From an optimization exercise on the open Yosys and OpenROAD flow, aimed at small area, a short achievable clock period and few clock cycles per item; shortcuts taken in it are not production practice.

==> module mult_stage, before the edit <==
module mult_stage
(
  input  logic                            i_clk,
  input  logic                            i_rst,
  input  logic                            FS_rdy,
  output logic                            FS_ack,
  input  logic [32:0]                     i_ctl,
  input  logic [PEROW*DWD-1:0]            i_input,
  input  logic [PEROW*DWD-1:0]            i_weight,
  input  logic [PEROW*PSUMDWD-1:0]        i_psum,
  output logic                            MS_rdy,
  input  logic                            MS_ack,
  output logic [PEROW*PSUMDWD-1:0]        o_prod,
  output logic [PEROW*PSUMDWD-1:0]        o_psum,
  output logic [7:0]                      o_ctl
);
  mult_stage_pkg::ms_ctl_t ctl;
  assign ctl = i_ctl;
  function automatic [3:0] numt_oh(input [NTW-1:0] n);
    case (n)
      3'd0, 3'd1: numt_oh = 4'b0001;
      3'd2:       numt_oh = 4'b0010;
      3'd3:       numt_oh = 4'b0100;
      default:    numt_oh = 4'b1000;
    endcase
  endfunction
  logic full, is_mul, is_x;
  logic [3:0] sa, wen;
  logic [DWD-1:0] mx, nmx;
  logic [PEROW*PSUMDWD-1:0] cs_p, cs_g, p_q, g_q;
  assign MS_rdy = full;
  assign FS_ack = FS_rdy && (!full || MS_ack);
  assign is_x   = ctl.mode == XNOR;
  assign is_mul = (ctl.mode != XNOR) && (ctl.mode <= P4);
  assign sa     = numt_oh(ctl.inumt);
  assign wen    = {4{is_mul}} & {ctl.wnumt >= 3'd4, ctl.wnumt >= 3'd3, ctl.wnumt >= 3'd2, 1'b1};
  assign mx     = {DWD{is_x}} & ctl.au_mask;
  assign nmx    = {DWD{is_x}} & ~ctl.au_mask;
  always_ff @(posedge i_clk) begin
    if (i_rst)       full <= 1'b0;
    else if (FS_ack) full <= 1'b1;
    else if (MS_ack) full <= 1'b0;
  end
  always_ff @(posedge i_clk) begin
    if (FS_ack) begin
      p_q    <= cs_p;
      g_q    <= cs_g;
      o_psum <= i_psum;
      o_ctl  <= ctl.pass;
    end
  end
  for (genvar r = 0; r < PEROW; r++) begin : g_lane
    mult_slice_lane u_lane (
      .is_x   (is_x),
      .sa     (sa),
      .wen    (wen),
      .a      (i_input[DWD*r +: DWD]),
      .w      (i_weight[DWD*r +: DWD]),
      .mx     (mx),
      .nmx    (nmx),
      .cs_p   (cs_p[PSUMDWD*r +: PSUMDWD]),
      .cs_g   (cs_g[PSUMDWD*r +: PSUMDWD])
    );
    logic [PSUMDWD-1:0] gg, pp;
    always_comb begin
      gg = g_q[PSUMDWD*r +: PSUMDWD];
      pp = p_q[PSUMDWD*r +: PSUMDWD];
      for (int d = 1; d < PSUMDWD; d = d * 2)
        for (int i = 2 * d - 1; i < PSUMDWD; i = i + 2 * d) begin
          gg[i] = gg[i] | (pp[i] & gg[i-d]);
          pp[i] = pp[i] & pp[i-d];
        end
      for (int d = PSUMDWD / 4; d >= 1; d = d / 2)
        for (int i = 3 * d - 1; i < PSUMDWD; i = i + 2 * d) begin
          gg[i] = gg[i] | (pp[i] & gg[i-d]);
          pp[i] = pp[i] & pp[i-d];
        end
    end
    assign o_prod[PSUMDWD*r +: PSUMDWD] = p_q[PSUMDWD*r +: PSUMDWD] ^ {gg[PSUMDWD-2:0], 1'b0};
  end
endmodule
export LEC_CHECK = 0
export CAP_MARGIN = 20
export CORE_MARGIN = 2
export CORE_UTILIZATION = 40
export SETUP_SLACK_MARGIN = 4.5
export SLEW_MARGIN = 20
export TNS_END_PERCENT = 0
create_clock -name core_clock -period 10.0 [get_ports {i_clk}]
standard.sh (not shown) runs the stock make flow with config.mk's settings and CLKGATE_MAP_FILE= SYNTH_SCRIPT=/design/flow/synth_recipe.tcl, a recipe that flattens the netlist after the stock synthesis.
==> flow/flow/run.sh <==
#!/bin/bash
# The standard layout, with every port buffered by a minimum-size buffer
# (sky130_fd_sc_hd__buf_1) instead of the delay cell buffer_ports picks by itself.
set -euo pipefail
bash standard.sh "BUFFER_PORTS_ARGS=-buffer_cell sky130_fd_sc_hd__buf_1" finish > standard_make.log 2>&1
Rerun with:
--- a/flow/design.v
+++ b/flow/design.v
@@ -391,31 +391,32 @@
       3'd0, 3'd1: numt_oh = 4'b0001;
       3'd2:       numt_oh = 4'b0010;
       3'd3:       numt_oh = 4'b0100;
       default:    numt_oh = 4'b1000;
     endcase
   endfunction
-  logic full, is_mul, is_x;
+  logic full, ld, is_mul, is_x;
   logic [3:0] sa, wen;
   logic [DWD-1:0] mx, nmx;
   logic [PEROW*PSUMDWD-1:0] cs_p, cs_g, p_q, g_q;
   assign MS_rdy = full;
-  assign FS_ack = FS_rdy && (!full || MS_ack);
+  assign ld     = !full || MS_ack;
+  assign FS_ack = FS_rdy && ld;
   assign is_x   = ctl.mode == XNOR;
   assign is_mul = (ctl.mode != XNOR) && (ctl.mode <= P4);
   assign sa     = numt_oh(ctl.inumt);
   assign wen    = {4{is_mul}} & {ctl.wnumt >= 3'd4, ctl.wnumt >= 3'd3, ctl.wnumt >= 3'd2, 1'b1};
   assign mx     = {DWD{is_x}} & ctl.au_mask;
   assign nmx    = {DWD{is_x}} & ~ctl.au_mask;
   always_ff @(posedge i_clk) begin
     if (i_rst)       full <= 1'b0;
     else if (FS_ack) full <= 1'b1;
     else if (MS_ack) full <= 1'b0;
   end
   always_ff @(posedge i_clk) begin
-    if (FS_ack) begin
+    if (ld) begin
       p_q    <= cs_p;
       g_q    <= cs_g;
       o_psum <= i_psum;
       o_ctl  <= ctl.pass;
     end
   end
@@ -432,20 +433,16 @@
       .cs_g   (cs_g[PSUMDWD*r +: PSUMDWD])
     );
     logic [PSUMDWD-1:0] gg, pp;
     always_comb begin
       gg = g_q[PSUMDWD*r +: PSUMDWD];
       pp = p_q[PSUMDWD*r +: PSUMDWD];
-      for (int d = 1; d < PSUMDWD; d = d * 2)
-        for (int i = 2 * d - 1; i < PSUMDWD; i = i + 2 * d) begin
-          gg[i] = gg[i] | (pp[i] & gg[i-d]);
-          pp[i] = pp[i] & pp[i-d];
-        end
-      for (int d = PSUMDWD / 4; d >= 1; d = d / 2)
-        for (int i = 3 * d - 1; i < PSUMDWD; i = i + 2 * d) begin
-          gg[i] = gg[i] | (pp[i] & gg[i-d]);
-          pp[i] = pp[i] & pp[i-d];
-        end
+      for (int l = 0; l < 5; l++)
+        for (int i = 0; i < PSUMDWD; i++)
+          if ((i >> l) & 1) begin
+            gg[i] = gg[i] | (pp[i] & gg[((i >> l) << l) - 1]);
+            pp[i] = pp[i] & pp[((i >> l) << l) - 1];
+          end
     end
     assign o_prod[PSUMDWD*r +: PSUMDWD] = p_q[PSUMDWD*r +: PSUMDWD] ^ {gg[PSUMDWD-2:0], 1'b0};
   end
 endmodule
=>
- routed wire length decreases by a few percent
- final area climbs by a few percent
- maximum frequency rose slightly
- cell count grows by a few percent
- utilization goes up by 0.84 points
- sequential share of layout area went down by 0.47 points
- die area increases slightly
- hold slack is better by 410 ps
- via count goes up slightly
Function was not checked in any run of this note: the RTL went through the layout flow alone.

---

mult_stage, a different RTL version from the one above (not shown whole).
For scale: roughly 5,500 cells after synthesis, ~0.052 mm^2 of cells after synthesis.
==> module mult_slice_lane, before the edit <==
module mult_slice_lane
(
  input  logic               is_mul,    
  input  logic               is_x,      
  input  logic [3:0]         si,        
  input  logic [3:0]         sw,        
  input  logic [DWD-1:0]     a,
  input  logic [DWD-1:0]     w,
  input  logic [DWD-1:0]     mask,
  output logic [PSUMDWD-1:0] prod
);
  logic [DWD-1:0] ae, we;
  logic signed [PSUMDWD-1:0] p;
  logic [5:0] pc, pm;
  logic signed [PSUMDWD-1:0] xv;
  always_comb begin
    ae = ({DWD{si[0]}} & {{12{a[3]}},  a[3:0]})
       | ({DWD{si[1]}} & {{8{a[7]}},   a[7:0]})
       | ({DWD{si[2]}} & {{4{a[11]}},  a[11:0]})
       | ({DWD{si[3]}} & a);
    we = ({DWD{sw[0]}} & {{12{w[3]}},  w[3:0]})
       | ({DWD{sw[1]}} & {{8{w[7]}},   w[7:0]})
       | ({DWD{sw[2]}} & {{4{w[11]}},  w[11:0]})
       | ({DWD{sw[3]}} & w);
    if (!is_mul) ae = '0;
  end
  assign p  = $signed(ae) * $signed(we);
  assign pc = $countones(~(a ^ w) & mask);
  assign pm = $countones(mask);
  assign xv = PSUMDWD'($signed({pc, 1'b0}) - $signed({1'b0, pm}));
  assign prod = is_x ? xv : p;
endmodule
==> flow/config.mk <==
export PLATFORM = sky130hd
export DESIGN_NAME = mult_stage
export DESIGN_NICKNAME = mult_stage
export VERILOG_FILES = /design/flow/design.v
export SDC_FILE = /design/flow/constraint.sdc
export NUM_CORES = 4
export LEC_CHECK = 0
export CAP_MARGIN = 20
export CORE_MARGIN = 2
export CORE_UTILIZATION = 40
export SLEW_MARGIN = 20
==> flow/constraint.sdc <==
create_clock -name core_clock -period 10.0 [get_ports {i_clk}]
set_input_delay 2.0000 -clock core_clock [delete_from_list [all_inputs] [get_ports {i_clk}]]
set_output_delay 2.0000 -clock core_clock [all_outputs]
set_load 0.01 [all_outputs]
run.sh (not shown) runs the stock make flow with config.mk's settings and CLKGATE_MAP_FILE= SYNTH_SCRIPT=/design/flow/synth_recipe.tcl, a recipe that flattens the netlist after the stock synthesis.
Stock flow here: none of the scripts above is used.
Rerun with:
--- a/flow/design.v
+++ b/flow/design.v
@@ -30,12 +30,17 @@
   input  logic [DWD-1:0]     a,
   input  logic [DWD-1:0]     w,
   input  logic [DWD-1:0]     mask,
   output logic [PSUMDWD-1:0] prod
 );
+  localparam logic [31:0] SEXT_C = 32'hAAAB0000;
   logic [DWD-1:0] ae, we;
-  logic signed [PSUMDWD-1:0] p;
+  logic [16:0] ax;
+  logic [PSUMDWD-1:0] p;
+  logic [PSUMDWD-1:0] row [8];
+  logic [7:0] neg;
+  logic [16:0] pp [8];
   logic [5:0] pc, pm;
   logic signed [PSUMDWD-1:0] xv;
   always_comb begin
     ae = ({DWD{si[0]}} & {{12{a[3]}},  a[3:0]})
        | ({DWD{si[1]}} & {{8{a[7]}},   a[7:0]})
@@ -45,11 +50,29 @@
        | ({DWD{sw[1]}} & {{8{w[7]}},   w[7:0]})
        | ({DWD{sw[2]}} & {{4{w[11]}},  w[11:0]})
        | ({DWD{sw[3]}} & w);
     if (!is_mul) ae = '0;
   end
-  assign p  = $signed(ae) * $signed(we);
+  assign ax = {ae[15], ae};
+  always_comb begin
+    for (int j = 0; j < 8; j++) begin
+      logic b2, b1, b0, one, two;
+      b2 = we[2*j+1];
+      b1 = we[2*j];
+      b0 = (j == 0) ? 1'b0 : we[2*j-1];
+      one    = b1 ^ b0;
+      two    = (b2 & ~b1 & ~b0) | (~b2 & b1 & b0);
+      neg[j] = b2 & ~(b1 & b0);
+      for (int k = 0; k < 17; k++)
+        pp[j][k] = ((one & ax[k]) | (two & ((k == 0) ? 1'b0 : ax[k-1]))) ^ neg[j];
+    end
+    row[0] = {15'b0, ~pp[0][16], pp[0][15:0]};
+    for (int j = 1; j < 8; j++)
+      row[j] = PSUMDWD'({~pp[j][16], pp[j][15:0], 1'b0, neg[j-1]} << (2*j-2));
+  end
+  assign p = row[0] + row[1] + row[2] + row[3] + row[4] + row[5] + row[6] + row[7]
+           + (SEXT_C | (PSUMDWD'(neg[7]) << 14));
   assign pc = $countones(~(a ^ w) & mask);
   assign pm = $countones(mask);
   assign xv = PSUMDWD'($signed({pc, 1'b0}) - $signed({1'b0, pm}));
   assign prod = is_x ? xv : p;
 endmodule
Outcome:
- setup slack is better by 0.17 ns
- sequential share of layout area rises by 3.0 points
- worst hold slack is better by 0.0069 ns
- count of clock-buffer cells in the layout falls by 5
- utilization rises by 0.46 points
- cell area falls by about 20%
- maximum frequency rises by 1.8%
- wire length falls by 17%
No functional check of the RTL was part of any run of this note.

[re-timing with driven ports]
In the flow no input, the clock included, has a driving cell. The finished layouts below were timed again as built, in two steps.
Step 1: set_driving_cell puts a clkbuf_16 on i_clk and a buf_2 on each other input, an assumption about the parent block.
Step 2 also shifts input and output timing later by t, the mid clock arrival at the registers, as if the neighbouring blocks saw the same clock.
Three values: ideal ports, drivers, drivers and shift; two values: the first two.
run | shift t [ns] | setup slack, ns | worst hold slack (ns) | worst data-port slew with drivers (ns)
the first run of note 1 | 0.711 | 4.405 / 4.428 / 3.717 | 0.566 / 0.566 / 0.566 | 0.23
the second run of note 1 | 0.708 | 4.426 / 4.380 / 3.673 | 0.971 / 0.971 / 0.971 | 0.22
the first run of note 2 | 0.693 | 0.425 / 0.421 / -0.272 | 0.566 / 0.566 / 0.566 | 0.23
the second run of note 2 | 0.674 | 0.595 / 0.636 / -0.039 | 0.573 / 0.573 / 0.573 | 0.22
Met with ideal ports but missed after step 2: setup timing in the first run of note 2 and the second run of note 2. For the second run of note 1, which loses most, drivers alone change the setup slack by -0.046 ns; drivers and shift together by -0.753 ns.
